This is an optimization exercise on Yosys and OpenROAD, whose aim is small area and few clock cycles, not a production implementation. At most, simulation tests tie the RTL to the original design; equivalence was not proved. The RTL of runs 1 and 2 was laid out without a check of its function. No activity file was given, so power comes from the tool's default toggle rates.

`design/flow/flow/run.sh`:
```
#!/bin/bash
# The standard layout (the standard.sh: standard synthesis, floorplan, place, CTS, route),
# with one change: buffer_ports gives each input and output port a sky130_fd_sc_hd__buf_1
# rather than the default buffer cell. Make's full output goes to standard.log here; ORFS's own
# per-step logs stay under orfs/logs.
set -euo pipefail
export BUFFER_PORTS_ARGS="-buffer_cell sky130_fd_sc_hd__buf_1"
bash standard.sh > standard.log 2>&1
```
`design/flow/standard.sh`:
```
#!/bin/bash
# synth_recipe.tcl (not shown) runs the flow's synth.tcl, then flattens the netlist and writes it again
# the make line also repeats each setting of config.mk as NAME=value (left out here)
make -C /OpenROAD-flow-scripts/flow DESIGN_CONFIG=/design/flow/config.mk WORK_HOME=/design/flow/orfs CLKGATE_MAP_FILE= SYNTH_SCRIPT=/design/flow/synth_recipe.tcl "${@:-finish}"
```
`design/flow/config.mk`:
```
export PLATFORM = sky130hd
export DESIGN_NAME = min_max_column_decimator_top
export DESIGN_NICKNAME = min_max_column_decimator_top
export VERILOG_FILES = /design/flow/design.v
export SDC_FILE = /design/flow/constraint.sdc
export NUM_CORES = 4
export LEC_CHECK = 0
export CAP_MARGIN = 20
export CORE_MARGIN = 2
export CORE_UTILIZATION = 40
export CTS_BUF_LIST = sky130_fd_sc_hd__clkbuf_8
export SLEW_MARGIN = 20
```
`design/flow/constraint.sdc`:
```
create_clock -name core_clock -period 10.0 [get_ports {i_clk}]
set_input_delay 2.0000 -clock core_clock [delete_from_list [all_inputs] [get_ports {i_clk}]]
set_output_delay 2.0000 -clock core_clock [all_outputs]
set_load 0.01 [all_outputs]
```
`design/flow/design.v`:
```
`default_nettype none
package mmcd_pkg;
    localparam int N_BITS        = 24;
    localparam int W_BITS        = 13;
    localparam int COL_BITS      = 12;
    localparam int SAMPLE_BITS   = 16;
    localparam int CFG_IDX_BITS  = 2;
    localparam int CFG_DATA_BITS = 24;
    localparam int D_BITS        = N_BITS + 1;
    localparam logic [N_BITS-1:0]   RESET_TOTAL = N_BITS'(1024);
    localparam logic [COL_BITS-1:0] RESET_WM1   = COL_BITS'(512 - 1);
endpackage
`default_nettype wire
`default_nettype none
module min_max_column_decimator_top (
    input  wire logic                                i_clk,
    input  wire logic                                i_rst_n,
    input  wire logic                                i_cfg_we,
    input  wire logic [mmcd_pkg::CFG_IDX_BITS-1:0]   i_cfg_idx,
    input  wire logic [mmcd_pkg::CFG_DATA_BITS-1:0]  i_cfg_data,
    input  wire logic                                i_sample_valid,
    output      logic                                o_sample_ready,
    input  wire logic [mmcd_pkg::SAMPLE_BITS-1:0]    i_sample,
    output      logic                                o_result_valid,
    input  wire logic                                i_result_ready,
    output      logic [mmcd_pkg::COL_BITS-1:0]       o_result_column,
    output      logic [mmcd_pkg::SAMPLE_BITS-1:0]    o_result_low_peak,
    output      logic [mmcd_pkg::SAMPLE_BITS-1:0]    o_result_high_peak,
    output      logic                                o_result_run_last,
    output      logic                                o_result_frame_last
);
    localparam int NB = mmcd_pkg::N_BITS;
    localparam int CB = mmcd_pkg::COL_BITS;
    localparam int SB = mmcd_pkg::SAMPLE_BITS;
    localparam int DB = mmcd_pkg::D_BITS;
    logic [NB-1:0] r_n;        
    logic [CB-1:0] r_wc;       
    logic          r_rs;       
    logic          wr;
    logic [12:0]   wdat;
    logic          clamp;
    logic [CB-1:0] wm1;        
    assign wr   = i_cfg_we && (i_cfg_idx[1] == 1'b0);
    assign wdat = i_cfg_data[12:0];
    always_ff @(posedge i_clk) begin
        if (!i_rst_n) begin
            r_n  <= mmcd_pkg::RESET_TOTAL;
            r_wc <= mmcd_pkg::RESET_WM1;
        end else if (i_cfg_we && i_cfg_idx == 2'd0) begin
            r_n <= (i_cfg_data == '0) ? NB'(1) : i_cfg_data;
        end else if (i_cfg_we && i_cfg_idx == 2'd1) begin
            r_wc <= (wdat == '0) ? '0 : wdat[12] ? '1 : CB'(wdat - 1'b1);
        end
    end
    always_ff @(posedge i_clk) begin
        r_rs <= !i_rst_n || wr;
    end
    assign clamp = (r_n[NB-1:7] == '0) && (r_wc[CB-1:5] >= r_n[6:0]);
    assign wm1   = clamp ? {7'(r_n[6:0] - 1'b1), 5'h1f} : r_wc;
    logic          r_bv;
    logic [SB-1:0] r_bs;
    logic          pop;
    assign o_sample_ready = !r_bv || pop;
    always_ff @(posedge i_clk) begin
        if (!i_rst_n) r_bv <= 1'b0;
        else          r_bv <= (r_bv && !pop) || i_sample_valid;
    end
    always_ff @(posedge i_clk) begin
        if (o_sample_ready) r_bs <= i_sample;
    end
    function automatic logic [DB-1:0] add_d(input logic [DB-1:0] a,
                                            input logic [DB-1:0] b,
                                            input logic          ci);
        logic cy;
        cy = ci;
        for (int k = 0; k < DB; k++) begin
            add_d[k] = a[k] ^ b[k] ^ cy;
            cy       = (a[k] & b[k]) | (cy & (a[k] ^ b[k]));
        end
    endfunction
    function automatic logic lt_s(input logic [SB-1:0] a, input logic [SB-1:0] b);
        logic bw, ak, bk;
        bw = 1'b0;
        for (int k = 0; k < SB; k++) begin
            ak = (k == SB-1) ? !a[k] : a[k];
            bk = (k == SB-1) ? !b[k] : b[k];
            bw = (!ak & bk) | ((!ak | bk) & bw);
        end
        lt_s = bw;
    endfunction
    function automatic logic lt_u(input logic [NB-1:0] a, input logic [NB-1:0] b);
        logic bw;
        bw = 1'b0;
        for (int k = 0; k < NB; k++) begin
            bw = (!a[k] & b[k]) | ((!a[k] | b[k]) & bw);
        end
        lt_u = bw;
    endfunction
    logic [DB-1:0] r_d;
    logic [CB-1:0] r_c;
    logic          r_has;
    logic          r_lastc;    
    logic          r_nle;      
    logic          r_rs2;      
    logic [SB-1:0] r_min, r_max;
    logic          close, fin, pen, emit, fire, take, sel;
    logic [DB-1:0] a_op, n_op, t, u;
    logic [CB-1:0] c_p1;
    logic [SB-1:0] s;
    assign s     = r_bs;
    assign close = !r_d[DB-1];
    assign fin   = close && r_lastc;
    assign c_p1  = r_c + 1'b1;
    assign pen   = (c_p1 == wm1);
    assign a_op = r_rs ? '0 : r_d;
    assign n_op = (close || r_rs) ? ~{1'b0, r_n} : '0;
    assign t    = a_op + n_op + DB'(close && !r_rs);
    assign u    = add_d(t, DB'(wm1), 1'b1);
    assign take = t[DB-1];
    assign sel  = r_rs || !close || (take && !r_lastc);
    assign emit = !r_rs && close && (r_lastc || r_bv);
    assign fire = !r_rs && (emit ? i_result_ready : r_bv);
    assign pop  = fire && !fin && sel;
    always_ff @(posedge i_clk) begin
        if (r_rs || fire) begin
            r_d   <= sel ? u : t;
            r_has <= sel && !r_rs;
        end
    end
    always_ff @(posedge i_clk) begin
        r_rs2 <= r_rs;
        if (r_rs2) r_nle <= !r_d[DB-1] || (&r_d);
    end
    always_ff @(posedge i_clk) begin
        if (r_rs || (fire && close)) begin
            r_c     <= (r_rs || fin) ? '0 : c_p1;
            r_lastc <= (r_rs || fin) ? (wm1 == '0) : pen;
        end
    end
    always_ff @(posedge i_clk) begin
        if (pop) begin
            if (close || !r_has || lt_s(s, r_min)) r_min <= s;
            if (close || !r_has || lt_s(r_max, s)) r_max <= s;
        end
    end
    assign o_result_valid      = emit;
    assign o_result_column     = r_c;
    assign o_result_low_peak   = r_has ? r_min : '0;
    assign o_result_high_peak  = r_has ? r_max : '0;
    assign o_result_run_last   = fin || (take && !(pen && r_nle));
    assign o_result_frame_last = r_lastc;
endmodule
`default_nettype wire
```
==> results by group, run 1 <==
Status
  • Outcome: complete, no violations

Route
  • Router iterations before antenna repair: 6
  • Detailed router's first-iteration violation count: 351
  • Sum of routed wire length over all layers: 18510 um
  • Number of remaining DRC errors: 0
  • Total via count after detailed routing: 6239
  • Wire per inst: 15.28 um
  • Via-per-instance ratio: 5.152
  • Number of routed nets with antenna violations: 0

Die
  • Core footprint: 20230 um2
  • Horizontal die dimension: 147.4 um
  • Row count: 52
  • Starting utilization of the core area: 40.63%
  • Area enclosed by the die boundary: 21720 um2
  • Top-Level Pins: 95
  • Die span in y: 147.4 um

CTS
  • CTS buffer count: 17
  • Post-cts resize count: 0
  • Maximum level of the CTS H-tree: 4
  • Clock-pin slew on the worst setup and hold paths: 0.08 ns
  • TritonCTS clock tree: done
  • Clock insertion delay at the later pin of the skew report: 0.45 ns
  • Clock tree root driver cell: clkbuf_8
  • Buffers inserted during post-CTS setup optimization: 0
  • Clock sinks: 127
  • Clk buf depth: 2
  • Hold-fix buffers, CTS: 0

STA
  • Post-route minimum period: 8.680 ns
  • Worst Max-Slew Pin Slew: 0.9566 ns
  • Post-route clock period utilization: 86.80%
  • Setup TNS: 0 ns
  • Setup repair after global routing missed its margin: no
  • Crit path setup slack, layout: 1.320 ns
  • Number of setup violations in the final report: 0
  • Fmax: 115.2 MHz
  • Minimum hold slack: 0.4293 ns
  • Final Hold Vio Count: 0
  • Clock tree skew after final layout: 0.01630 ns
  • Remaining max-slew budget at the tightest pin: 34.58%
  • Number of max-slew violations in the final report: 0

Global route
  • Grt met3 use: 3.106%
  • Layer with the highest usage: met2
  • Gr usage total: 17.50%
  • Maximum number of pins on one net before global-route repair: 39
  • Vias in the first global route: 5966
  • Global routing met1 resource utilization: 25.25%
  • First-pass GRT wire length: 30300 um
  • Overflow left after global routing: 0
  • Met2 usage in global routing: 27.17%
  • Initial antenna violation count: 0

Setup path
  • CP arrival: 8.88 ns
  • Cell type of the slowest stage on the worst timing path: edfxtp_1
  • Max FO, Critical Path: 25
  • Max incr delay on CP: 0.48 ns
  • Critical path class: flop to flop
  • Buf/Inv on CP: 7
  • Element type at the critical path start: flop
  • Crit end category: flop
  • Req. time, crit path: 10.20 ns
  • Category of cells accounting for the largest share of critical-path delay: adder cells

Finish
  • Area of all placed cells without fillers: 9255 um2
  • Fill cell instance count of the final layout: 1978
  • Syn-to-layout area delta: 12.57%
  • Sequential cell area in the final layout: 3423 um2
  • Multi-input combinational cell area: 4503 um2
  • Post-layout nets: 1035
  • Number of antenna cells inserted: 0
  • Fraction of layout cells with a size suffix above 1: 7.226%

Synthesis
  • Post-synthesis sequential area ratio: 41.64%
  • Synth top area cells: edfxtp_1, dfxtp_1, ha_1
  • Avg Synthesized Cell Area: 9.870 um2
  • Primary flip-flop cell chosen by synthesis mapping: edfxtp_1
  • Share of flip-flops with an asynchronous set or reset: 0%
  • Warning count from the yosys run: 1
  • Cell type contributing the most total cell area after synthesis: edfxtp_1
  • Count of unique library cells instantiated by Yosys: 76
  • Share of the synthesized area in the top cell type: 32.14%
  • Number of synthesized flops with an enable pin: 88
  • Synthesized netlist cell count: 833
  • Synthesized netlist net count: 940
  • Cell area after synthesis: 8222 um2
  • Flip-flop and latch count after synthesis: 127

Place
  • GPL Wtd Cong: 0.8446
  • Placement Cell Area: 8869 um2
  • Sum of net half-perimeters after detailed placement: 14090 um
  • Total of buffers placed on input and output ports: 94
  • Worst slack after detailed placement: 1.325 ns

Pwr
  • Power per unit of standard cell area: 230.8 nW/um2
  • Peak supply drop: 0.1014 mV
  • Leakage power of the design: 3.478 nW
  • Overall power of the completed layout: 0.002136 W

Worst hold path
  • Hold/Removal Path Class: flop to flop

Job
  • Count of maximum capacitance violations: 0
-- worst paths after layout --
kind | startpoint | end | slack (ns) | cells after the start
max | r_d[24] | r_d[23] | 1.32 | 35
min | r_rs2 | r_nle | 0.43 | 0
max reg2reg | r_d[24] | r_d[23] | 1.32 | 35
min reg2reg | r_rs2 | r_nle | 0.43 | 0
-- placed cells by master (no fill, tap or decap), types with 9 or more instances in the layout --
cell type and count:
a21boi_0 23, maj3_1 10, edfxtp_1 88, nor2b_1 37
nor3_1 14, mux2_2 9, and2_1 34, buf_1 94
buf_4 10, fa_1 13, o21ai_0 19, mux2_1 14
nand2b_1 17, inv_1 48, nand2_1 87, nand4_1 13
clkbuf_8 18, nand3_1 18, xnor2_1 37, xor2_1 23
nor2_1 74, a21oi_1 28, o21a_1 9, ha_1 47
dfxtp_1 39, nor4_1 10
-- worst reg2reg max path: cells and delay by family, from the launching register on --
| kind | cells | cell delay (ns) |
|---|---|---|
| XOR/XNOR | 1 | 0.30 |
| adder cells (fa/ha/maj) | 24 | 6.52 |
| buffers and inverters | 7 | 0.64 |
| flip-flops | 1 | 0.48 |
| multiplexers | 1 | 0.28 |
| AND/OR/NAND/NOR | 2 | 0.22 |
-- final cells by class --
cell class | instances | area share, %
sequential | 127 | 36.99
inverter | 47 | 1.906
tap | 270 | 3.650
clock inverter | 14 | 1.501
timing repair buffer | 104 | 4.623
multi-input combinational | 631 | 48.65
clock buffer | 18 | 2.677
-- stage by stage --
| step | utilization (%) | cells |
|---|---|---|
| 2_1_floorplan | - | 833 |
| 3_3_place_gp | 43.83 | 1179 |
| 3_5_place_dp | 43.83 | 1179 |
| 4_1_cts | 45.74 | 1211 |
| 5_1_grt | 45.74 | 1211 |
| 6_report | 45.74 | 1211 |
-- kinds of logic (layout without fill, tap and decap cells) --
group,after synthesis,after routing,synth area share [%]
DFF,127,127,41.64
and+or+nand+nor,327,327,19.95
muxes,30,30,4.155
AOI/OAI and AO/OA,144,144,12.57
xor gates and xnor gates,60,60,6.392
buffers and inverters,75,183,3.759
adders and majority gates,70,70,11.54
-- registers in the layout (all words and copies together), names as in the netlist --
signal   count
r_lastc      1
r_c         12
r_bv         1
r_has        1
r_nle        1
r_d         25
r_rs         1
r_wc        12
r_min       16
r_max       16
r_bs        16
r_n         24
r_rs2        1
-- synth_stat cells (5+ instances only) --
cell / n
fa_1: 13
edfxtp_1: 88
maj3_1: 10
o21ai_0: 20
a21oi_1: 28
nand2_1: 87
nor2b_1: 37
xnor2_1: 37
o21a_1: 9
inv_1: 47
a21boi_0: 23
ha_1: 47
nor3_1: 16
xor2_1: 23
o311ai_0: 5
a21o_1: 7
clkbuf_1: 23
nand4_1: 13
mux2_2: 9
mux2_1: 14
nand3_1: 18
nor2_1: 74
mux2i_1: 6
nand2b_1: 17
dfxtp_1: 39
and2_1: 34
nor4_1: 10
-- power by group --
part	leakage [nW]	switching (W)	internal, W
registers	1.18	0.0000804	0.000718
logic	2.09	0.000494	0.000401
clock network	0.205	0.000215	0.000227
-- layer usage --
metal / wire (um) / vias up
li1: - / 3144
met1: 9372 / 2946
met2: 8211 / 133
met3: 680 / 16
met4: 242 / 0
met5: 0 / -
==> inputs of run 2 (changes only) <==
--- a/design/flow/config.mk
+++ b/design/flow/config.mk
@@ -5,8 +5,10 @@
 export SDC_FILE = /design/flow/constraint.sdc
 export NUM_CORES = 4
 export LEC_CHECK = 0
+export ABC_AREA = 1
 export CAP_MARGIN = 20
 export CORE_MARGIN = 2
 export CORE_UTILIZATION = 40
 export CTS_BUF_LIST = sky130_fd_sc_hd__clkbuf_8
+export CTS_CLUSTER_SIZE = 30
 export SLEW_MARGIN = 20
==> run 2 against run 1 <==
Core utilization is 0.29 points higher. Maximum frequency is 2.2% higher. Synthesized cell count is 26% higher. Largest power group unchanged. Largest cell class unchanged.
==> results by group, run 2 <==
Status
  • Outcome: complete, no violations

STA
  • Number of max-slew violations in the final report: 0
  • Final Hold Vio Count: 0
  • Fmax: 117.8 MHz
  • Post-route clock period utilization: 84.89%
  • Remaining max-slew budget at the tightest pin: 30.99%
  • Clock tree skew after final layout: 0.02601 ns
  • Number of setup violations in the final report: 0
  • Post-route minimum period: 8.489 ns
  • Worst Max-Slew Pin Slew: 1.035 ns
  • Setup repair after global routing missed its margin: no
  • Setup TNS: 0 ns

Finish
  • Max FFs per register: 25
  • Most flops, register: r_d
  • Post-layout nets: 1249
  • Leading cell type in the layout, fill and taps excluded: nand2_1
  • Number of antenna cells inserted: 0
  • Highest-count cells in the layout ignoring fill and taps: nand2_1, inv_1, nor2_1
  • Final Non-Filler Cells: 1425
  • Largest regs: r_d x25, r_n x24
  • Fraction of layout cells with a size suffix above 1: 5.541%
  • Syn-to-layout area delta: 12.93%

Global route
  • Initial antenna violation count: 0
  • Gr usage total: 18.37%
  • Global routing met1 resource utilization: 25.73%
  • Maximum number of pins on one net before global-route repair: 41
  • Grt met3 use: 3.179%
  • Met2 usage in global routing: 28.60%
  • Layer with the highest usage: met2
  • Overflow left after global routing: 0
  • Vias in the first global route: 6406
  • First-pass GRT wire length: 31700 um

Die
  • Area enclosed by the die boundary: 21850 um2
  • Core footprint: 20300 um2
  • Top-Level Pins: 95
  • Starting utilization of the core area: 40.76%
  • Die span in y: 147.8 um
  • Horizontal die dimension: 147.8 um
  • Row count: 52

Setup path
  • Setup slack of the worst register-to-register path: 1.51 ns
  • Critical path class: flop to flop
  • CP arrival: 8.69 ns
  • Req. time, crit path: 10.20 ns
  • Cell type of the slowest stage on the worst timing path: fa_1
  • Buf/Inv on CP: 7
  • Category of cells accounting for the largest share of critical-path delay: adder cells
  • Element type at the critical path start: flop
  • Capture instance of the worst register-to-register path: r_d[23]
  • Max incr delay on CP: 0.44 ns
  • Crit end category: flop
  • Path depth of the worst reg2reg path: 36
  • Source of the worst register-to-register timing path: r_rs
  • Max FO, Critical Path: 30

CTS
  • Buffers inserted during post-CTS setup optimization: 0
  • TritonCTS clock tree: done
  • Clock insertion delay at the later pin of the skew report: 0.46 ns
  • Hold-fix buffers, CTS: 0
  • CTS buffer count: 17
  • Maximum level of the CTS H-tree: 4
  • Clock-pin slew on the worst setup and hold paths: 0.07 ns
  • Post-cts resize count: 0
  • Clock sinks: 127
  • Clock tree root driver cell: clkbuf_8
  • Clk buf depth: 2

Synthesis
  • Avg Synthesized Cell Area: 7.903 um2
  • Cell area after synthesis: 8274 um2
  • Share of flip-flops with an asynchronous set or reset: 0%
  • Synthesized netlist net count: 1154
  • Synth top area cells: edfxtp_1, nand2_1, dfxtp_1
  • Number of synthesized flops with an enable pin: 88
  • Warning count from the yosys run: 1
  • Flip-flop and latch count after synthesis: 127
  • Cell type contributing the most total cell area after synthesis: edfxtp_1
  • Synthesized netlist cell count: 1047
  • Share of the synthesized area in the top cell type: 31.94%
  • Most instantiated cells after synthesis: nand2_1, inv_1, nor2_1
  • Library cell with the highest instance count after synthesis: nand2_1
  • Primary flip-flop cell chosen by synthesis mapping: edfxtp_1
  • Post-synthesis sequential area ratio: 41.37%
  • Count of unique library cells instantiated by Yosys: 47

Route
  • Router iterations before antenna repair: 5
  • Wire per inst: 13.80 um
  • Total via count after detailed routing: 6894
  • Via-per-instance ratio: 4.838
  • Number of routed nets with antenna violations: 0
  • Number of remaining DRC errors: 0
  • Detailed router's first-iteration violation count: 326
  • Sum of routed wire length over all layers: 19660 um

Place
  • GPL Wtd Cong: 0.8871
  • Total of buffers placed on input and output ports: 94
  • Sum of net half-perimeters after detailed placement: 15480 um
  • Number of placed instances with taps included: 1393

Worst hold path
  • Worst min-delay path endpoint: r_nle
  • Hold/Removal Path Class: flop to flop
  • Worst hold path startpoint: r_rs2
  • Depth of the worst hold-timing path: 0

Pwr
  • Power per unit of standard cell area: 228.8 nW/um2
  • Peak supply drop: 0.09949 mV
  • Leakage power of the design: 4.422 nW

Job
  • Count of maximum capacitance violations: 0
[run 2: logic make-up after synthesis]
| kind of cell | share of synthesized area (%) |
|---|---|
| compound gates | 11.57 |
| flops | 41.37 |
| xor+xnor | 4.007 |
| simple gates | 22.67 |
| buf+inv | 9.769 |
| mux | 0.3629 |
| fa+ha+maj | 10.25 |
[run 2: metal layers]
metal	up-vias	wire, um	part of all wire (%)
met5	-	0	0
met4	0	427	2.2
met3	27	968	4.9
met2	165	8746	44
met1	3093	9521	48
li1	3609	-	-
[run 2: per-stage QoR]
| stage | util (%) | power [W] | hold slack [ns] | cell area, um2 | setup slack, ns |
|---|---|---|---|---|---|
| 2_1_floorplan | - | 0.001433 | 0.3499 | 8274 | 2.034 |
| 3_3_place_gp | 43.85 | 0.001636 | 0.4145 | 8901 | 1.682 |
| 3_5_place_dp | 43.85 | 0.001651 | 0.4231 | 8901 | 1.508 |
| 4_1_cts | 46.03 | 0.002155 | 0.4437 | 9344 | 1.516 |
| 5_1_grt | 46.03 | 0.002324 | 0.4481 | 9344 | 1.007 |
| 6_report | 46.03 | 0.002138 | 0.4457 | 9344 | 1.511 |
[run 2: cell type report]
class | instances | area, um2
clock buffers | 20 | 275.3
flip-flops and latches | 127 | 3423
repair buffers | 100 | 397.9
multi-input cells | 711 | 4045
well taps | 270 | 337.8
fillers | 2092 | 10960
inverters | 185 | 696.9
clock inverters | 12 | 167.7
[run 2: power by group]
part / total [W] / switching, W / leakage, nW / internal (W)
registers: 0.000755 / 0.0000528 / 1.19 / 0.000702
clock network: 0.000499 / 0.000210 / 0.230 / 0.000290
logic: 0.000884 / 0.000556 / 3.01 / 0.000327
total: 0.00214 / 0.000819 / 4.42 / 0.00132
[run 2: worst reg2reg max path: cells and delay by family, from the launching register on]
kind                       cells  cell delay, ns
buffers and inverters          7            0.79
DFF                            1            0.30
xor gates and xnor gates       1            0.29
and+or+nand+nor                4            0.36
adders and majority gates     24            6.51
[run 2: worst max-delay path by stage]
stage,startpoint,to,cells past startpoint
6_report,r_rs,r_d[23],36
4_1_cts,r_rs,r_d[23],36
3_3_place_gp,r_rs,r_d[23],37
3_5_place_dp,r_rs,r_d[23],36
2_1_floorplan,r_rs,r_d[23],36
5_1_grt,r_d[24],r_d[23],36
==> inputs of run 3 (changes only) <==
--- a/design/flow/design.v
+++ b/design/flow/design.v
@@ -88,14 +88,6 @@
         end
         lt_s = bw;
     endfunction
-    function automatic logic lt_u(input logic [NB-1:0] a, input logic [NB-1:0] b);
-        logic bw;
-        bw = 1'b0;
-        for (int k = 0; k < NB; k++) begin
-            bw = (!a[k] & b[k]) | ((!a[k] | b[k]) & bw);
-        end
-        lt_u = bw;
-    endfunction
     logic [DB-1:0] r_d;
     logic [CB-1:0] r_c;
     logic          r_has;
==> design/flow/config.mk (replaced) <==
export PLATFORM = sky130hd
export DESIGN_NAME = min_max_column_decimator_top
export DESIGN_NICKNAME = min_max_column_decimator_top
export VERILOG_FILES = /design/flow/design.v
export SDC_FILE = /design/flow/constraint.sdc
export NUM_CORES = 4
export LEC_CHECK = 0
export CAP_MARGIN = 5
export CORE_MARGIN = 2
export CORE_UTILIZATION = 40
export CTS_BUF_LIST = sky130_fd_sc_hd__clkbuf_8
export SLEW_MARGIN = 5
==> run 3 against run 2 <==
Still clean on timing, DRC and antenna. Cell count shrank 15%. Sequential cell count unchanged. Combinational power increased by 1%. First-iteration DRC count grew 7.7%. Via count shrank 9.5%. Setup slack got worse by 0.19 ns. Clock-buffer cell count down 2. Clock power shrank 11%. Critical path depth decreased by 1. Non-clock buffer count is 4 higher. Critical path type unchanged. Largest power group unchanged.
==> results by group, run 3 <==
Synthesis
  • Cell area after synthesis: 8222 um2
  • Primary flip-flop cell chosen by synthesis mapping: edfxtp_1
  • Avg Synthesized Cell Area: 9.870 um2
  • Synth top area cells: edfxtp_1, dfxtp_1, ha_1
  • Library cell with the highest instance count after synthesis: edfxtp_1
  • Number of synthesized flops with an enable pin: 88
  • Share of the synthesized area in the top cell type: 32.14%
  • Synthesized netlist net count: 940
  • Count of unique library cells instantiated by Yosys: 76
  • Synthesized netlist cell count: 833
  • Cell type contributing the most total cell area after synthesis: edfxtp_1
  • Warning count from the yosys run: 1
  • Flip-flop and latch count after synthesis: 127
  • Post-synthesis sequential area ratio: 41.64%
  • Most instantiated cells after synthesis: edfxtp_1, nand2_1, nor2_1
  • Share of flip-flops with an asynchronous set or reset: 0%

STA
  • Number of max-slew violations in the final report: 0
  • Number of setup violations in the final report: 0
  • Minimum hold slack: 0.4293 ns
  • Fmax: 115.2 MHz
  • Worst Max-Slew Pin Slew: 0.9566 ns
  • Setup TNS: 0 ns
  • Setup repair after global routing missed its margin: no
  • Remaining max-slew budget at the tightest pin: 34.58%
  • Clock tree skew after final layout: 0.01630 ns
  • Post-route minimum period: 8.680 ns
  • Post-route clock period utilization: 86.80%
  • Final Hold Vio Count: 0

Finish
  • Most flops, register: r_d
  • Syn-to-layout area delta: 12.57%
  • Fill cell instance count of the final layout: 1978
  • Highest-count cells in the layout ignoring fill and taps: buf_1, edfxtp_1, nand2_1
  • Fraction of layout cells with a size suffix above 1: 7.226%
  • Number of antenna cells inserted: 0
  • Area of all placed cells without fillers: 9255 um2
  • Max FFs per register: 25
  • Post-layout nets: 1035
  • Leading cell type in the layout, fill and taps excluded: buf_1
  • Largest regs: r_d x25, r_n x24
  • Final Core Density: 45.74%

Global route
  • Gr usage total: 17.50%
  • Maximum number of pins on one net before global-route repair: 39
  • Overflow left after global routing: 0
  • Vias in the first global route: 5966
  • Initial antenna violation count: 0
  • First-pass GRT wire length: 30300 um

Setup path
  • Critical path class: flop to flop
  • Path depth of the worst reg2reg path: 35
  • Setup slack of the worst register-to-register path: 1.32 ns
  • Max FO, Critical Path: 25
  • Crit end category: flop
  • CP arrival: 8.88 ns
  • Cell type of the slowest stage on the worst timing path: edfxtp_1
  • Req. time, crit path: 10.20 ns
  • Element type at the critical path start: flop
  • Max incr delay on CP: 0.48 ns
  • Setup crit end: r_d[23]
  • Launch point of the worst path: r_d[24]
  • Source of the worst register-to-register timing path: r_d[24]
  • Capture instance of the worst register-to-register path: r_d[23]

CTS
  • Clk buf depth: 2
  • Clock insertion delay at the later pin of the skew report: 0.45 ns
  • Clock sinks: 127
  • Buffers inserted during post-CTS setup optimization: 0
  • Maximum level of the CTS H-tree: 4
  • Clock-pin slew on the worst setup and hold paths: 0.08 ns
  • Clock tree root driver cell: clkbuf_8
  • Post-cts resize count: 0
  • Hold-fix buffers, CTS: 0
  • TritonCTS clock tree: done
  • CTS buffer count: 17

Route
  • Detailed router's first-iteration violation count: 351
  • Length of routed met3 wiring: 680 um
  • Wire per inst: 15.28 um
  • Sum of routed wire length over all layers: 18510 um
  • Post-Route M1 WL: 9372 um
  • Router iterations before antenna repair: 6
  • Total via count after detailed routing: 6239
  • Amount of wire on met2 after detailed routing: 8211 um
  • Number of remaining DRC errors: 0
  • Via-per-instance ratio: 5.152
  • Number of routed nets with antenna violations: 0
  • Highest Signal Layer: met4

Worst hold path
  • Hold/Removal Path Class: flop to flop

Pwr
  • Power per unit of standard cell area: 230.8 nW/um2
  • Leakage power of the design: 3.478 nW
  • Peak supply drop: 0.1014 mV

Job
  • Count of maximum capacitance violations: 0

Place
  • Placement Cell Area: 8869 um2
  • Total of buffers placed on input and output ports: 94
  • Sum of net half-perimeters after detailed placement: 14090 um
  • GPL Wtd Cong: 0.8446

Die
  • Top-Level Pins: 95
  • Starting utilization of the core area: 40.63%
  • Die span in y: 147.4 um
  • Row count: 52
  • Core footprint: 20230 um2
  • Horizontal die dimension: 147.4 um
  • Area enclosed by the die boundary: 21720 um2

Status
  • Outcome: complete, no violations
-- run 3: changes by cell type after synthesis, sizes merged, moves of 10 or more --
cell and delta:
maj3 +10, xnor2 +23, nand2b +17, mux2 +23
nand2 -159, o21ai -35, nand3 -21, a21oi -35
nor2b +37, and2 +34, a21boi +22, inv -137
nor2 -40
-- run 3: cell families after synthesis --
| logic type | after synthesis | share of synthesized area, % |
|---|---|---|
| compound gates | 144 | 12.57 |
| simple gates | 327 | 19.95 |
| buf+inv | 75 | 3.759 |
| mux | 30 | 4.155 |
| xor+xnor | 60 | 6.392 |
| fa+ha+maj | 70 | 11.54 |
| flops | 127 | 41.64 |
-- run 3: final cells by class --
cell class / count / area (um2) / area share [%]
multi-input combinational: 631 / 4503 / 48.65
sequential: 127 / 3423 / 36.99
timing repair buffer: 104 / 427.9 / 4.623
tap: 270 / 337.8 / 3.650
clock buffer: 18 / 247.7 / 2.677
inverter: 47 / 176.4 / 1.906
clock inverter: 14 / 138.9 / 1.501
-- run 3: worst max-delay path, delay by kind of cell (launching register included) --
family	cells	cell delay [ns]
xor+xnor	1	0.30
fa+ha+maj	24	6.52
buf+inv	7	0.64
flops	1	0.48
mux	1	0.28
simple gates	2	0.22
-- run 3: per-layer routing --
| layer | vias to the layer above | global-route usage [%] |
|---|---|---|
| met5 | - | 0 |
| met4 | 0 | 4.712 |
| met3 | 16 | 3.106 |
| met2 | 133 | 27.17 |
| met1 | 2946 | 25.25 |
| li1 | 3144 | - |
-- run 3: how the worst min path moves through the flow --
stage / slack, ns / to / start / depth (start not counted)
after floorplan: 0.37 / r_rs2 / r_rs / 0
after global placement: 0.42 / r_nle / r_rs2 / 0
after detailed placement: 0.42 / r_nle / r_rs2 / 0
after CTS: 0.44 / r_nle / r_rs2 / 0
after global routing: 0.44 / r_nle / r_rs2 / 0
final: 0.43 / r_nle / r_rs2 / 0
-- run 3: per-stage QoR --
step / power [W] / setup slack, ns / instances
CTS: 0.002155 / 1.300 / 1211
finish: 0.002136 / 1.320 / 1211
global placement: 0.001695 / 1.458 / 1179
floorplan: 0.001489 / 1.830 / 833
global route: 0.002309 / 0.8492 / 1211
detailed placement: 0.001704 / 1.325 / 1179
-- run 3: where the power goes --
part / total, W / switching (W) / internal (W)
clock network: 0.000443 / 0.000215 / 0.000227
logic: 0.000894 / 0.000494 / 0.000401
registers: 0.000799 / 0.0000804 / 0.000718
Testbench counts of run 3, summed over its fixed seeds: cycles 149,558.
==> inputs of run 4 (changes only) <==
--- a/design/flow/config.mk
+++ b/design/flow/config.mk
@@ -9,4 +9,6 @@
 export CORE_MARGIN = 2
 export CORE_UTILIZATION = 40
 export CTS_BUF_LIST = sky130_fd_sc_hd__clkbuf_8
+export GPL_ROUTABILITY_DRIVEN = 0
+export GPL_TIMING_DRIVEN = 0
 export SLEW_MARGIN = 5
==> run 4 against run 3 <==
Setup slack worse by 0.35 ns. Sequential cell count unchanged. Clock power down 5.0%. Core utilization up 0.36 points. Critical path depth down 1. Highest routed layer unchanged. Largest cell class unchanged. First-iteration DRC count down 1.4%. Die area unchanged. Global-route usage up 0.82 points. Register-to-register slack worse by 0.35 ns. Cell count up 1.7%. Synthesized cell count unchanged.
==> results by group, run 4 <==
Synthesis
  • Share of the synthesized area in the top cell type: 32.14%
  • Simple-gate portion of the synthesized area: 19.95%
  • Count of unique library cells instantiated by Yosys: 76
  • Flip-flop and latch count after synthesis: 127
  • Warning count from the yosys run: 1
  • Post-synthesis adder-cell area fraction: 11.54%
  • Avg Synthesized Cell Area: 9.870 um2
  • Cell area after synthesis: 8222 um2
  • Compound-cell area share of the yosys netlist: 12.57%
  • Synth top area cells: edfxtp_1, dfxtp_1, ha_1
  • Most instantiated cells after synthesis: edfxtp_1, nand2_1, nor2_1
  • Primary flip-flop cell chosen by synthesis mapping: edfxtp_1
  • Cell type contributing the most total cell area after synthesis: edfxtp_1
  • Synthesized netlist net count: 940
  • Synthesized netlist cell count: 833
  • Multiplexer area fraction after synthesis: 4.155%
  • Share of flip-flops with an asynchronous set or reset: 0%
  • Number of synthesized flops with an enable pin: 88
  • Post-synthesis sequential area ratio: 41.64%
  • Area share of xor/xnor cells in the synthesized design: 6.392%
  • Library cell with the highest instance count after synthesis: edfxtp_1
  • Main combinational cell family by area after synthesis: simple AND/OR/NAND/NOR gates

Status
  • Outcome: complete, no violations

Finish
  • Max FFs per register: 25
  • Fraction of layout cells with a size suffix above 1: 7.076%
  • Post-layout nets: 1055
  • Number of antenna cells inserted: 0
  • Leading cell type in the layout, fill and taps excluded: buf_1
  • Syn-to-layout area delta: 13.47%
  • Final Core Density: 46.10%
  • Fill cell instance count of the final layout: 1997
  • Largest regs: r_d x25, r_n x24
  • Most flops, register: r_d
  • Highest-count cells in the layout ignoring fill and taps: buf_1, edfxtp_1, nand2_1

Setup path
  • Critical path class: flop to flop
  • CP arrival: 9.23 ns
  • Cell type of the slowest stage on the worst timing path: nor2_1
  • Max incr delay on CP: 0.56 ns
  • Max FO, Critical Path: 10
  • Element type at the critical path start: flop
  • Buf/Inv on CP: 6
  • Req. time, crit path: 10.21 ns
  • Crit end category: flop
  • Category of cells accounting for the largest share of critical-path delay: adder cells

Route
  • Amount of wire on met2 after detailed routing: 8614 um
  • Detailed router's first-iteration violation count: 346
  • Number of routed nets with antenna violations: 0
  • Total via count after detailed routing: 6255
  • Number of remaining DRC errors: 0
  • Highest Signal Layer: met4
  • Router iterations before antenna repair: 5
  • Via-per-instance ratio: 5.081
  • Length of routed met3 wiring: 818 um
  • Post-Route M1 WL: 9408 um
  • Wire per inst: 15.49 um
  • Sum of routed wire length over all layers: 19070 um

Place
  • Total of buffers placed on input and output ports: 93
  • Sum of net half-perimeters after detailed placement: 14650 um

Job
  • Count of maximum capacitance violations: 0

Die
  • Top-Level Pins: 95
  • Row count: 52
  • Starting utilization of the core area: 40.63%
  • Die span in y: 147.4 um
  • Core footprint: 20230 um2
  • Horizontal die dimension: 147.4 um
  • Area enclosed by the die boundary: 21720 um2

STA
  • Setup repair after global routing missed its margin: no
  • Clock tree skew after final layout: 0.01252 ns
  • Fmax: 110.8 MHz
  • Post-route clock period utilization: 90.25%
  • Worst Max-Slew Pin Slew: 1.107 ns
  • Remaining max-slew budget at the tightest pin: 26.08%
  • Number of setup violations in the final report: 0
  • Final Hold Vio Count: 0
  • Setup TNS: 0 ns
  • Number of max-slew violations in the final report: 0
  • Post-route minimum period: 9.025 ns

Global route
  • Vias in the first global route: 6207
  • Initial antenna violation count: 0
  • Overflow left after global routing: 0
  • Gr usage total: 18.32%
  • Maximum number of pins on one net before global-route repair: 28
  • First-pass GRT wire length: 31450 um

CTS
  • Clk buf depth: 2
  • Clock insertion delay at the later pin of the skew report: 0.45 ns
  • Clock tree root driver cell: clkbuf_8
  • Buffers inserted during post-CTS setup optimization: 0
  • Clock sinks: 127
  • Post-cts resize count: 0
  • Maximum level of the CTS H-tree: 4
  • Clock-pin slew on the worst setup and hold paths: 0.08 ns
  • CTS buffer count: 17
  • TritonCTS clock tree: done
  • Hold-fix buffers, CTS: 0

Pwr
  • Power per unit of standard cell area: 228.3 nW/um2
  • Leakage power of the design: 3.489 nW
  • Peak supply drop: 0.09830 mV

Worst hold path
  • Hold/Removal Path Class: flop to flop
[run 4: cell counts after synthesis]
Identical to the previous run, type by type.
[run 4: path summary, 6_finish.rpt]
check             cells after the start  endpoint  slack [ns]  from
hold / removal                        0     r_rs2        0.43  r_rs
hold reg to reg                       0     r_rs2        0.43  r_rs
setup / recovery                     34   r_d[23]        0.98  r_rs
setup reg to reg                     34   r_d[23]        0.98  r_rs
[run 4: cell type report]
class	count	area [um2]	area share (%)
Inverter	47	176.4	1.891
Buffer	28	132.6	1.422
Clock buffer	21	289.0	3.098
Clock inverter	11	81.33	0.8718
Multi-Input combinational cell	631	4506	48.30
Sequential cell	127	3423	36.70
Tap cell	270	337.8	3.621
Timing Repair Buffer	96	382.9	4.104
[run 4: through the flow]
stage | cell area (um2) | setup WS, ns | hold slack, ns | std cells | total power [W]
6_report | 9329 | 0.9751 | 0.4314 | 1231 | 0.002130
5_1_grt | 9329 | 0.4243 | 0.4393 | 1231 | 0.002308
4_1_cts | 9326 | 0.8859 | 0.4237 | 1231 | 0.002149
3_5_place_dp | 8956 | 0.8831 | 0.4044 | 1199 | 0.001723
3_3_place_gp | 8909 | 0.9236 | 0.4000 | 1196 | 0.001707
2_1_floorplan | 8222 | 1.830 | 0.3668 | 833 | 0.001489
[run 4: worst reg2reg max path: cells and delay by family (launching register included)]
kind,cells,cell delay [ns]
xor gates and xnor gates,1,0.28
adders and majority gates,24,6.59
buffers and inverters,6,0.56
DFF,1,0.36
muxes,1,0.27
and+or+nand+nor,2,0.72
[run 4: kinds of logic after synthesis]
logic type	Yosys count
simple gates	327
compound gates	144
flops	127
buf+inv	75
fa+ha+maj	70
xor+xnor	60
mux	30
[run 4: report_power, final]
part / total (W) / switching [W] / internal, W
Sequential: 0.000798 / 0.0000792 / 0.000719
Combinational: 0.000910 / 0.000505 / 0.000404
Clock: 0.000421 / 0.000222 / 0.000200
Total: 0.00213 / 0.000807 / 0.00132
[run 4: routing by layer]
| metal | GRT usage [%] | vias to the layer above |
|---|---|---|
| li1 | - | 3193 |
| met1 | 25.24 | 2903 |
| met2 | 29.79 | 140 |
| met3 | 3.602 | 19 |
| met4 | 4.519 | 0 |
| met5 | 0 | - |
==> inputs of run 5 (changes only) <==
==> design/flow/config.mk (replaced) <==
export PLATFORM = sky130hd
export DESIGN_NAME = min_max_column_decimator_top
export DESIGN_NICKNAME = min_max_column_decimator_top
export VERILOG_FILES = /design/flow/design.v
export SDC_FILE = /design/flow/constraint.sdc
export NUM_CORES = 4
export LEC_CHECK = 0
export CAP_MARGIN = 20
export CORE_MARGIN = 2
export CORE_UTILIZATION = 40
export CTS_BUF_LIST = sky130_fd_sc_hd__clkbuf_8
export SLEW_MARGIN = 20
==> run 5 against run 4 <==
Still clean. Combinational power is 2% lower. Cell count down 1.6%. Register-to-register slack better by 0.35 ns. Non-clock buffer count decreased by 20. Sequential share of layout area grew 0.29 points. Clock power up 5.2%. Sequential cell count did not move. Die area did not move. First-iteration DRC count is 1.4% higher. Critical endpoint unchanged.
==> results by group, run 5 <==
STA
  • Number of max-slew violations in the final report: 0
  • Number of setup violations in the final report: 0
  • Fmax: 115.2 MHz
  • Post-route clock period utilization: 86.80%
  • Setup repair after global routing missed its margin: no
  • Post-route minimum period: 8.680 ns
  • Final Hold Vio Count: 0
  • Setup TNS: 0 ns
  • Crit path setup slack, layout: 1.320 ns
  • Clock tree skew after final layout: 0.01630 ns
  • Worst Max-Slew Pin Slew: 0.9566 ns
  • Remaining max-slew budget at the tightest pin: 34.58%

Place
  • Worst slack after detailed placement: 1.325 ns
  • Sum of net half-perimeters after detailed placement: 14090 um
  • Total of buffers placed on input and output ports: 94
  • GPL Wtd Cong: 0.8446

Global route
  • Overflow left after global routing: 0
  • Maximum number of pins on one net before global-route repair: 39
  • Vias in the first global route: 5966
  • First-pass GRT wire length: 30300 um
  • Gr usage total: 17.50%
  • Initial antenna violation count: 0

Finish
  • Fraction of layout cells with a size suffix above 1: 7.226%
  • Largest regs: r_d x25, r_n x24
  • Highest-count cells in the layout ignoring fill and taps: buf_1, edfxtp_1, nand2_1
  • Final Core Density: 45.74%
  • Fill cell instance count of the final layout: 1978
  • Leading cell type in the layout, fill and taps excluded: buf_1
  • Max FFs per register: 25
  • Multi-input combinational cell area: 4503 um2
  • Sequential cell area in the final layout: 3423 um2
  • Syn-to-layout area delta: 12.57%
  • Number of antenna cells inserted: 0
  • Most flops, register: r_d
  • Post-layout nets: 1035

Die
  • Row count: 52
  • Top-Level Pins: 95
  • Core footprint: 20230 um2
  • Area enclosed by the die boundary: 21720 um2
  • Die span in y: 147.4 um
  • Horizontal die dimension: 147.4 um
  • Starting utilization of the core area: 40.63%

Synthesis
  • Share of the synthesized area in the top cell type: 32.14%
  • Avg Synthesized Cell Area: 9.870 um2
  • Post-synthesis sequential area ratio: 41.64%
  • Number of synthesized flops with an enable pin: 88
  • Cell area after synthesis: 8222 um2
  • Synthesized netlist net count: 940
  • Multiplexer area fraction after synthesis: 4.155%
  • Flip-flop and latch count after synthesis: 127
  • Simple-gate portion of the synthesized area: 19.95%
  • Post-synthesis adder-cell area fraction: 11.54%
  • Cell type contributing the most total cell area after synthesis: edfxtp_1
  • Library cell with the highest instance count after synthesis: edfxtp_1
  • Compound-cell area share of the yosys netlist: 12.57%
  • Area share of xor/xnor cells in the synthesized design: 6.392%
  • Most instantiated cells after synthesis: edfxtp_1, nand2_1, nor2_1
  • Share of flip-flops with an asynchronous set or reset: 0%
  • Primary flip-flop cell chosen by synthesis mapping: edfxtp_1
  • Main combinational cell family by area after synthesis: simple AND/OR/NAND/NOR gates
  • Count of unique library cells instantiated by Yosys: 76
  • Synthesized netlist cell count: 833
  • Warning count from the yosys run: 1
  • Synth top area cells: edfxtp_1, dfxtp_1, ha_1

Job
  • Count of maximum capacitance violations: 0

Route
  • Router iterations before antenna repair: 6
  • Number of routed nets with antenna violations: 0
  • Sum of routed wire length over all layers: 18510 um
  • Via-per-instance ratio: 5.152
  • Total via count after detailed routing: 6239
  • Wire per inst: 15.28 um
  • Number of remaining DRC errors: 0
  • Detailed router's first-iteration violation count: 351

CTS
  • Clock insertion delay at the later pin of the skew report: 0.45 ns
  • TritonCTS clock tree: done
  • CTS buffer count: 17
  • Hold-fix buffers, CTS: 0
  • Clock sinks: 127
  • Clk buf depth: 2
  • Post-cts resize count: 0
  • Maximum level of the CTS H-tree: 4
  • Buffers inserted during post-CTS setup optimization: 0
  • Clock-pin slew on the worst setup and hold paths: 0.08 ns
  • Clock tree root driver cell: clkbuf_8

Setup path
  • Max FO, Critical Path: 25
  • CP arrival: 8.88 ns
  • Cell type of the slowest stage on the worst timing path: edfxtp_1
  • Crit end category: flop
  • Critical path class: flop to flop
  • Buf/Inv on CP: 7
  • Req. time, crit path: 10.20 ns
  • Max incr delay on CP: 0.48 ns
  • Element type at the critical path start: flop
  • Category of cells accounting for the largest share of critical-path delay: adder cells

Worst hold path
  • Hold/Removal Path Class: flop to flop

Pwr
  • Overall power of the completed layout: 0.002136 W
  • Leakage power of the design: 3.478 nW
  • Peak supply drop: 0.1014 mV
  • Power per unit of standard cell area: 230.8 nW/um2

Status
  • Outcome: complete, no violations
## run 5: cell counts after synthesis
No cell type changed its count.
## run 5: kinds of logic (layout without fill, tap and decap cells)
| family | count (synthesis) | count (layout) |
|---|---|---|
| simple gates | 327 | 327 |
| compound gates | 144 | 144 |
| flops | 127 | 127 |
| buf+inv | 75 | 183 |
| fa+ha+maj | 70 | 70 |
| xor+xnor | 60 | 60 |
| mux | 30 | 30 |
## run 5: through the flow
stage                     hold WS (ns)  instances  instance area, um2
after detailed placement        0.4213       1179                8869
final                           0.4293       1211                9255
after floorplan                 0.3668        833                8222
after global placement          0.4157       1179                8869
after CTS                       0.4379       1211                9255
after global routing            0.4422       1211                9255
## run 5: area by class of cell
class | count | share of cell area [%]
inverters | 47 | 1.906
clock buffers | 18 | 2.677
multi-input cells | 631 | 48.65
well taps | 270 | 3.650
clock inverters | 14 | 1.501
flip-flops and latches | 127 | 36.99
repair buffers | 104 | 4.623
## run 5: power breakdown
| part | internal, W | switching, W |
|---|---|---|
| registers | 0.000718 | 0.0000804 |
| logic | 0.000401 | 0.000494 |
| clock network | 0.000227 | 0.000215 |
| total | 0.00135 | 0.000790 |
## run 5: per-layer routing
layer,up-vias,share of wire [%],global-route usage [%]
met4,0,1.3,4.712
met3,16,3.7,3.106
met2,133,44,27.17
met5,-,0,0
met1,2946,51,25.25
li1,3144,-,-
## run 5: final timing paths
check	slack, ns	to	start	depth (start not counted)
min	0.43	r_nle	r_rs2	0
max reg2reg	1.32	r_d[23]	r_d[24]	35
max	1.32	r_d[23]	r_d[24]	35
min reg2reg	0.43	r_nle	r_rs2	0
==> inputs of run 6 (changes only) <==
--- a/design/flow/design.v
+++ b/design/flow/design.v
@@ -68,14 +68,14 @@
     always_ff @(posedge i_clk) begin
         if (o_sample_ready) r_bs <= i_sample;
     end
-    function automatic logic [DB-1:0] add_d(input logic [DB-1:0] a,
-                                            input logic [DB-1:0] b,
-                                            input logic          ci);
+    function automatic logic [13:0] add_lo(input logic [13:0] a,
+                                           input logic [13:0] b,
+                                           input logic        ci);
         logic cy;
         cy = ci;
-        for (int k = 0; k < DB; k++) begin
-            add_d[k] = a[k] ^ b[k] ^ cy;
-            cy       = (a[k] & b[k]) | (cy & (a[k] ^ b[k]));
+        for (int k = 0; k < 14; k++) begin
+            add_lo[k] = a[k] ^ b[k] ^ cy;
+            cy        = (a[k] & b[k]) | (cy & (a[k] ^ b[k]));
         end
     endfunction
     function automatic logic lt_s(input logic [SB-1:0] a, input logic [SB-1:0] b);
@@ -88,15 +88,21 @@
         end
         lt_s = bw;
     endfunction
+    function automatic logic lt_c(input logic [CB-1:0] a, input logic [CB-1:0] b);
+        logic bw;
+        bw = 1'b0;
+        for (int k = 0; k < CB; k++) begin
+            bw = (!a[k] & b[k]) | ((!a[k] | b[k]) & bw);
+        end
+        lt_c = bw;
+    endfunction
     logic [DB-1:0] r_d;
     logic [CB-1:0] r_c;
     logic          r_has;
     logic          r_lastc;    
     logic          r_nle;      
-    logic          r_rs2;      
     logic [SB-1:0] r_min, r_max;
     logic          close, fin, pen, emit, fire, take, sel;
-    logic [DB-1:0] a_op, n_op, t, u;
     logic [CB-1:0] c_p1;
     logic [SB-1:0] s;
     assign s     = r_bs;
@@ -104,24 +110,32 @@
     assign fin   = close && r_lastc;
     assign c_p1  = r_c + 1'b1;
     assign pen   = (c_p1 == wm1);
-    assign a_op = r_rs ? '0 : r_d;
-    assign n_op = (close || r_rs) ? ~{1'b0, r_n} : '0;
-    assign t    = a_op + n_op + DB'(close && !r_rs);
-    assign u    = add_d(t, DB'(wm1), 1'b1);
-    assign take = t[DB-1];
+    assign take = (r_n[NB-1:CB] != '0) || lt_c(r_d[CB-1:0], r_n[CB-1:0]);
     assign sel  = r_rs || !close || (take && !r_lastc);
+    localparam int LB = 13;
+    localparam int HB = DB - LB;
+    logic [LB-1:0] a_lo, n_lo, w_lo, s_lo, k_lo;
+    logic [LB:0]   lo;
+    logic [HB-1:0] h_op, hi;
+    assign a_lo = r_rs ? '0 : r_d[LB-1:0];
+    assign n_lo = (close || r_rs) ? ~r_n[LB-1:0] : '0;
+    assign w_lo = sel ? LB'(wm1) : '0;                
+    assign s_lo = a_lo ^ n_lo ^ w_lo;
+    assign k_lo = (a_lo & n_lo) | (a_lo & w_lo) | (n_lo & w_lo);
+    assign lo   = add_lo({1'b0, s_lo}, {k_lo, sel}, close && !r_rs);
+    assign h_op = (close || r_rs) ? {1'b1, ~r_n[NB-1:LB]} : r_d[DB-1:LB];
+    assign hi   = h_op + HB'(lo[LB]);
     assign emit = !r_rs && close && (r_lastc || r_bv);
     assign fire = !r_rs && (emit ? i_result_ready : r_bv);
     assign pop  = fire && !fin && sel;
     always_ff @(posedge i_clk) begin
         if (r_rs || fire) begin
-            r_d   <= sel ? u : t;
+            r_d   <= {hi, lo[LB-1:0]};
             r_has <= sel && !r_rs;
         end
     end
     always_ff @(posedge i_clk) begin
-        r_rs2 <= r_rs;
-        if (r_rs2) r_nle <= !r_d[DB-1] || (&r_d);
+        if (r_rs) r_nle <= !hi[HB-1] || ((&hi) && (&lo[LB-1:0]));
     end
     always_ff @(posedge i_clk) begin
         if (r_rs || (fire && close)) begin
--- a/design/flow/config.mk
+++ b/design/flow/config.mk
@@ -8,5 +8,6 @@
 export CAP_MARGIN = 20
 export CORE_MARGIN = 2
 export CORE_UTILIZATION = 40
-export CTS_BUF_LIST = sky130_fd_sc_hd__clkbuf_8
+export CTS_BUF_LIST = sky130_fd_sc_hd__clkbuf_4
+export CTS_CLUSTER_SIZE = 10
 export SLEW_MARGIN = 20
==> run 6 against run 5 <==
Critical path type unchanged. Area after synthesis decreased by 8.7%. Power down 29%. Cell count fell by 8.6%. Sequential power is 12% lower. Critical path depth shrank 2. Synthesized cell count decreased by 8.0%. Global-route usage grew 0.82 points. Worst hold slack improved by 0.060 ns. Sequential cell count shrank 1.
==> results by group, run 6 <==
Status
  • Outcome: complete, no violations

Finish
  • Area of all placed cells without fillers: 8453 um2
  • Max FFs per register: 25
  • Fraction of layout cells with a size suffix above 1: 7.339%
  • Leading cell type in the layout, fill and taps excluded: buf_1
  • Largest regs: r_d x25, r_n x24
  • Fill cell instance count of the final layout: 1861
  • Most flops, register: r_d
  • Syn-to-layout area delta: 12.64%
  • Highest-count cells in the layout ignoring fill and taps: buf_1, nand2_1, edfxtp_1
  • Post-layout nets: 946

Global route
  • Initial antenna violation count: 1
  • First-pass GRT wire length: 28550 um
  • Maximum number of pins on one net before global-route repair: 43
  • Overflow left after global routing: 0
  • Gr usage total: 18.31%
  • Vias in the first global route: 5502

Place
  • GPL Wtd Cong: 0.8899
  • Total of buffers placed on input and output ports: 94
  • Worst slack after detailed placement: 0.4699 ns
  • Sum of net half-perimeters after detailed placement: 13400 um
  • Placement Cell Area: 8104 um2

Synthesis
  • Share of the synthesized area in the top cell type: 35.21%
  • Synth top area cells: edfxtp_1, dfxtp_1, fa_1
  • Avg Synthesized Cell Area: 9.797 um2
  • Primary flip-flop cell chosen by synthesis mapping: edfxtp_1
  • Warning count from the yosys run: 1
  • Cell type contributing the most total cell area after synthesis: edfxtp_1
  • Synthesized netlist cell count: 766
  • Cell area after synthesis: 7505 um2
  • Synthesized netlist net count: 853
  • Library cell with the highest instance count after synthesis: nand2_1
  • Post-synthesis sequential area ratio: 45.35%
  • Share of flip-flops with an asynchronous set or reset: 0%
  • Count of unique library cells instantiated by Yosys: 69
  • Flip-flop and latch count after synthesis: 126
  • Number of synthesized flops with an enable pin: 88
  • Most instantiated cells after synthesis: nand2_1, edfxtp_1, nor2_1

STA
  • Final Hold Vio Count: 0
  • Crit path setup slack, layout: 0.6257 ns
  • Post-route minimum period: 9.374 ns
  • Number of max-slew violations in the final report: 0
  • Setup repair after global routing missed its margin: no
  • Worst Max-Slew Pin Slew: 0.9030 ns
  • Clock tree skew after final layout: 0.02238 ns
  • Number of setup violations in the final report: 0
  • Fmax: 106.7 MHz
  • Remaining max-slew budget at the tightest pin: 39.80%
  • Setup TNS: 0 ns
  • Post-route clock period utilization: 93.74%
  • Minimum hold slack: 0.4890 ns

Pwr
  • Peak supply drop: 0.08613 mV
  • Overall power of the completed layout: 0.001516 W
  • Power per unit of standard cell area: 179.3 nW/um2
  • Leakage power of the design: 3.125 nW

Die
  • Die span in y: 141.0 um
  • Horizontal die dimension: 141.0 um
  • Top-Level Pins: 95
  • Starting utilization of the core area: 40.39%
  • Core footprint: 18580 um2
  • Row count: 50
  • Area enclosed by the die boundary: 19870 um2

Setup path
  • Critical path class: flop to flop
  • CP arrival: 9.75 ns
  • Req. time, crit path: 10.37 ns
  • Crit end category: flop
  • Element type at the critical path start: flop
  • Library cell appearing most often on the critical path: fa_1
  • Max FO, Critical Path: 7
  • Max incr delay on CP: 0.53 ns
  • Cell type of the slowest stage on the worst timing path: fa_1

Route
  • Wire per inst: 16.04 um
  • Number of remaining DRC errors: 0
  • Number of routed nets with antenna violations: 0
  • Sum of routed wire length over all layers: 17750 um
  • Detailed router's first-iteration violation count: 372
  • Via-per-instance ratio: 5.190
  • Total via count after detailed routing: 5745
  • Router iterations before antenna repair: 5

CTS
  • Clock tree root driver cell: clkbuf_4
  • TritonCTS clock tree: done
  • Buffers inserted during post-CTS setup optimization: 0
  • Clock insertion delay at the later pin of the skew report: 0.52 ns
  • Clk buf depth: 2
  • Clock sinks: 126
  • CTS buffer count: 17
  • Clock-pin slew on the worst setup and hold paths: 0.12 ns
  • Maximum level of the CTS H-tree: 4

Job
  • Count of maximum capacitance violations: 0

Worst hold path
  • Hold/Removal Path Class: flop to flop
## run 6: cell count changes in the layout (fill, tap and decap cells not counted), sizes merged, moves of 9 or more
cell	before	now
a21oi	29	20
mux2	23	1
inv	52	62
ha	47	15
xnor2	37	26
fa	13	25
o21ai	21	35
nor2b	37	23
## run 6: stage by stage
stage / std cells / util, %
3_3_place_gp: 1074 / 43.60
2_1_floorplan: 766 / -
3_5_place_dp: 1074 / 43.62
5_1_grt: 1107 / 45.49
6_report: 1107 / 45.49
4_1_cts: 1106 / 45.45
## run 6: logic make-up (layout without fill, tap and decap cells)
logic type / after synthesis / in the layout / share of synthesized area, %
AO/OA/AOI/OAI: 140 / 140 / 12.70
AND/OR/NAND/NOR: 313 / 313 / 20.81
flip-flops: 126 / 126 / 45.35
XOR/XNOR: 45 / 45 / 5.352
buffers and inverters: 87 / 193 / 4.518
other: 0 / 1 / 0
multiplexers: 2 / 2 / 0.2834
adder cells (fa/ha/maj): 53 / 53 / 10.99
## run 6: report_power, final
group / internal (W) / switching [W]
clock: 0.000231 / 0.000187
sequential: 0.000651 / 0.0000562
combinational: 0.000165 / 0.000226
total: 0.00105 / 0.000469
## run 6: final timing paths
kind	start	end	slack, ns	depth (start not counted)
worst min register to register	r_bs[9]	r_max[9]	0.49	0
worst min-delay path	r_bs[9]	r_max[9]	0.49	0
worst max register to register	r_n[0]	r_nle	0.63	33
worst max-delay path	r_n[0]	r_nle	0.63	33
## run 6: area by class of cell
class,count,area [um2],area share (%)
Tap cell,234,292.8,3.464
Sequential cell,126,3403,40.26
Multi-Input combinational cell,553,3780,44.72
Clock inverter,12,190.2,2.250
Antenna cell,1,2.502,0.02960
Inverter,59,221.5,2.620
Timing Repair Buffer,102,412.9,4.885
Clock buffer,20,150.1,1.776
## run 6: timing repair
action,CTS,global route
setup endpoints to repair,0,1
endpoints found under the hold margin,0,0
hold buffers,0,0
resized for setup,0,1
## run 6: routing by layer
metal,global-route usage (%),vias to the layer above,share of wire (%)
met5,0,-,0
met4,4.474,0,1.1
met3,4.416,13,5.2
met2,28.99,162,45
met1,25.50,2689,48
li1,-,2881,-
## run 6: worst max-delay path: cells and delay by family, from the launching register on
| kind | cells | cell delay (ns) |
|---|---|---|
| XOR/XNOR | 2 | 0.39 |
| flip-flops | 1 | 0.40 |
| AO/OA/AOI/OAI | 9 | 1.43 |
| AND/OR/NAND/NOR | 4 | 1.05 |
| buffers and inverters | 2 | 0.17 |
| adder cells (fa/ha/maj) | 16 | 5.81 |
Testbench counts of run 6, summed over its fixed seeds: cycles 149,558.
==> inputs of run 7 (changes only) <==
--- a/design/flow/config.mk
+++ b/design/flow/config.mk
@@ -9,5 +9,5 @@
 export CORE_MARGIN = 2
 export CORE_UTILIZATION = 40
 export CTS_BUF_LIST = sky130_fd_sc_hd__clkbuf_4
-export CTS_CLUSTER_SIZE = 10
+export CTS_CLUSTER_SIZE = 8
 export SLEW_MARGIN = 20
==> run 7 against run 6 <==
Wire length unchanged. Core utilization is the same. Area after synthesis did not move. Sequential power is essentially flat. Clock skew is the same. Sequential cell count stayed put.
==> results by group, run 7 <==
STA
  • Setup TNS: 0 ns
  • Final Hold Vio Count: 0
  • Clock tree skew after final layout: 0.02238 ns
  • Fmax: 106.7 MHz
  • Crit path setup slack, layout: 0.6257 ns
  • Post-route minimum period: 9.374 ns
  • Number of setup violations in the final report: 0
  • Worst Max-Slew Pin Slew: 0.9030 ns
  • Number of max-slew violations in the final report: 0
  • Remaining max-slew budget at the tightest pin: 39.80%
  • Setup repair after global routing missed its margin: no
  • Post-route clock period utilization: 93.74%

Setup path
  • CP arrival: 9.75 ns
  • Cell type of the slowest stage on the worst timing path: fa_1
  • Critical path class: flop to flop
  • Crit end category: flop
  • Library cell appearing most often on the critical path: fa_1
  • Element type at the critical path start: flop
  • Max incr delay on CP: 0.53 ns
  • Max FO, Critical Path: 7
  • Req. time, crit path: 10.37 ns

Global route
  • Initial antenna violation count: 1
  • Vias in the first global route: 5502
  • Overflow left after global routing: 0
  • Gr usage total: 18.31%
  • First-pass GRT wire length: 28550 um
  • Maximum number of pins on one net before global-route repair: 43

CTS
  • Clock insertion delay at the later pin of the skew report: 0.52 ns
  • Clock-pin slew on the worst setup and hold paths: 0.12 ns
  • Maximum level of the CTS H-tree: 4
  • TritonCTS clock tree: done
  • CTS buffer count: 17
  • Buffers inserted during post-CTS setup optimization: 0
  • Clock tree root driver cell: clkbuf_4
  • Clk buf depth: 2
  • Clock sinks: 126

Worst hold path
  • Hold/Removal Path Class: flop to flop

Synthesis
  • Flip-flop and latch count after synthesis: 126
  • Synth top area cells: edfxtp_1, dfxtp_1, fa_1
  • Most instantiated cells after synthesis: nand2_1, edfxtp_1, nor2_1
  • Warning count from the yosys run: 1
  • Post-synthesis sequential area ratio: 45.35%
  • Share of flip-flops with an asynchronous set or reset: 0%
  • Synthesized netlist cell count: 766
  • Primary flip-flop cell chosen by synthesis mapping: edfxtp_1
  • Cell area after synthesis: 7505 um2
  • Synthesized netlist net count: 853
  • Avg Synthesized Cell Area: 9.797 um2
  • Cell type contributing the most total cell area after synthesis: edfxtp_1
  • Count of unique library cells instantiated by Yosys: 69
  • Share of the synthesized area in the top cell type: 35.21%
  • Number of synthesized flops with an enable pin: 88
  • Library cell with the highest instance count after synthesis: nand2_1

Status
  • Outcome: complete, no violations

Route
  • Number of remaining DRC errors: 0
  • Sum of routed wire length over all layers: 17750 um
  • Via-per-instance ratio: 5.190
  • Wire per inst: 16.04 um
  • Detailed router's first-iteration violation count: 372
  • Number of routed nets with antenna violations: 0
  • Router iterations before antenna repair: 5
  • Total via count after detailed routing: 5745

Finish
  • Largest regs: r_d x25, r_n x24
  • Fraction of layout cells with a size suffix above 1: 7.339%
  • Max FFs per register: 25
  • Highest-count cells in the layout ignoring fill and taps: buf_1, nand2_1, edfxtp_1
  • Most flops, register: r_d
  • Post-layout nets: 946
  • Syn-to-layout area delta: 12.64%
  • Leading cell type in the layout, fill and taps excluded: buf_1

Die
  • Area enclosed by the die boundary: 19870 um2
  • Top-Level Pins: 95
  • Horizontal die dimension: 141.0 um
  • Row count: 50
  • Starting utilization of the core area: 40.39%
  • Die span in y: 141.0 um
  • Core footprint: 18580 um2

Pwr
  • Part of the total power dissipated in sequential elements: 46.6%
  • Net switching share of the total power: 30.95%
  • Switching power total: 0.0004692 W
  • Share of power burned in combinational logic: 25.8%
  • Power per unit of standard cell area: 179.3 nW/um2
  • Clock power frac: 27.6%
  • Leakage power of the design: 3.125 nW
  • Internal power of the cells: 0.001047 W
  • Peak supply drop: 0.08613 mV

Job
  • Count of maximum capacitance violations: 0

Place
  • Worst slack after detailed placement: 0.4699 ns
  • Total of buffers placed on input and output ports: 94
  • GPL Wtd Cong: 0.8899
  • Sum of net half-perimeters after detailed placement: 13400 um
run 7: critical path: cells and delay by family (launching register included):
kind            cells  cell delay, ns
compound gates      9            1.43
xor+xnor            2            0.39
fa+ha+maj          16            5.81
buf+inv             2            0.17
flops               1            0.40
simple gates        4            1.05
run 7: cells by family (layout without fill, tap and decap cells):
family | Yosys count | count (layout) | share of synthesized area, %
xor gates and xnor gates | 45 | 45 | 5.352
DFF | 126 | 126 | 45.35
buffers and inverters | 87 | 193 | 4.518
and+or+nand+nor | 313 | 313 | 20.81
AOI/OAI and AO/OA | 140 | 140 | 12.70
other | 0 | 1 | 0
muxes | 2 | 2 | 0.2834
adders and majority gates | 53 | 53 | 10.99
run 7: per-layer routing:
layer / vias up / wire, um / track usage, %
li1: 2881 / - / -
met1: 2689 / 8583 / 25.50
met2: 162 / 8050 / 28.99
met3: 13 / 918 / 4.416
met4: 0 / 199 / 4.474
met5: - / 0 / 0
run 7: path summary, 6_finish.rpt:
kind / from / to / slack, ns / depth (start not counted)
worst max register to register: r_n[0] / r_nle / 0.63 / 33
worst min-delay path: r_bs[9] / r_max[9] / 0.49 / 0
worst min register to register: r_bs[9] / r_max[9] / 0.49 / 0
worst max-delay path: r_n[0] / r_nle / 0.63 / 33
run 7: per-stage QoR:
step	power (W)	area (um2)	cells	hold slack, ns	utilization (%)
after global routing	0.001614	8453	1107	0.5040	45.49
after detailed placement	0.001103	8104	1074	0.4630	43.62
final	0.001516	8453	1107	0.4890	45.49
after CTS	0.001533	8444	1106	0.4935	45.45
after global placement	0.001104	8100	1074	0.4621	43.60
after floorplan	0.0009779	7505	766	0.4450	-
run 7: repair_timing:
| item | in CTS | in global routing |
|---|---|---|
| endpoints found under the setup margin | 0 | 1 |
| hold buffers | 0 | 0 |
| resized for setup | 0 | 1 |
run 7: cell type report:
type / instances / area (um2)
Timing Repair Buffer: 102 / 412.9
Sequential cell: 126 / 3403
Fill cell: 1861 / 10130
Multi-Input combinational cell: 553 / 3780
Tap cell: 234 / 292.8
Clock buffer: 20 / 150.1
Inverter: 59 / 221.5
Clock inverter: 12 / 190.2
Antenna cell: 1 / 2.502
run 7: power by group through the flow:
stage | clock network, W | registers (W) | logic [W]
CTS | 0.000435 | 0.000706 | 0.000392
global route | 0.000454 | 0.000717 | 0.000443
global placement | 0 | 0.000716 | 0.000388
floorplan | 0 | 0.000697 | 0.000281
finish | 0.000418 | 0.000707 | 0.000391
detailed placement | 0 | 0.000717 | 0.000387

-- port drivers added, routing unchanged --
In the flow no input, the clock included, has a driving cell. The finished layouts below were timed again as built, in two steps. Step 1 sets driving cells, clkbuf_16 on the clock port and buf_2 on the other inputs (assumed; they add their load-dependent delay and slew). Step 2 also shifts input and output timing later by t, the mid clock arrival at the registers, as if the neighbouring blocks saw the same clock. Three values: ideal ports, drivers, drivers and shift; two values: the first two.
| run | shift t [ns] | setup WS [ns] | clock arrival spread, ns |
|---|---|---|---|
| run 1 | 0.481 | 1.320 / 1.320 / 1.320 | 0.016 / 0.016 |
| run 2 | 0.488 | 1.511 / 1.511 / 1.511 | 0.027 / 0.026 |
| run 3 | 0.481 | 1.320 / 1.320 / 1.320 | 0.016 / 0.016 |
| run 4 | 0.486 | 0.975 / 0.975 / 0.975 | 0.013 / 0.012 |
| run 5 | 0.481 | 1.320 / 1.320 / 1.320 | 0.016 / 0.016 |
| run 6 | 0.551 | 0.626 / 0.626 / 0.626 | 0.022 / 0.022 |
| run 7 | 0.551 | 0.626 / 0.626 / 0.626 | 0.022 / 0.022 |
After both steps setup and hold are still met in every run listed.
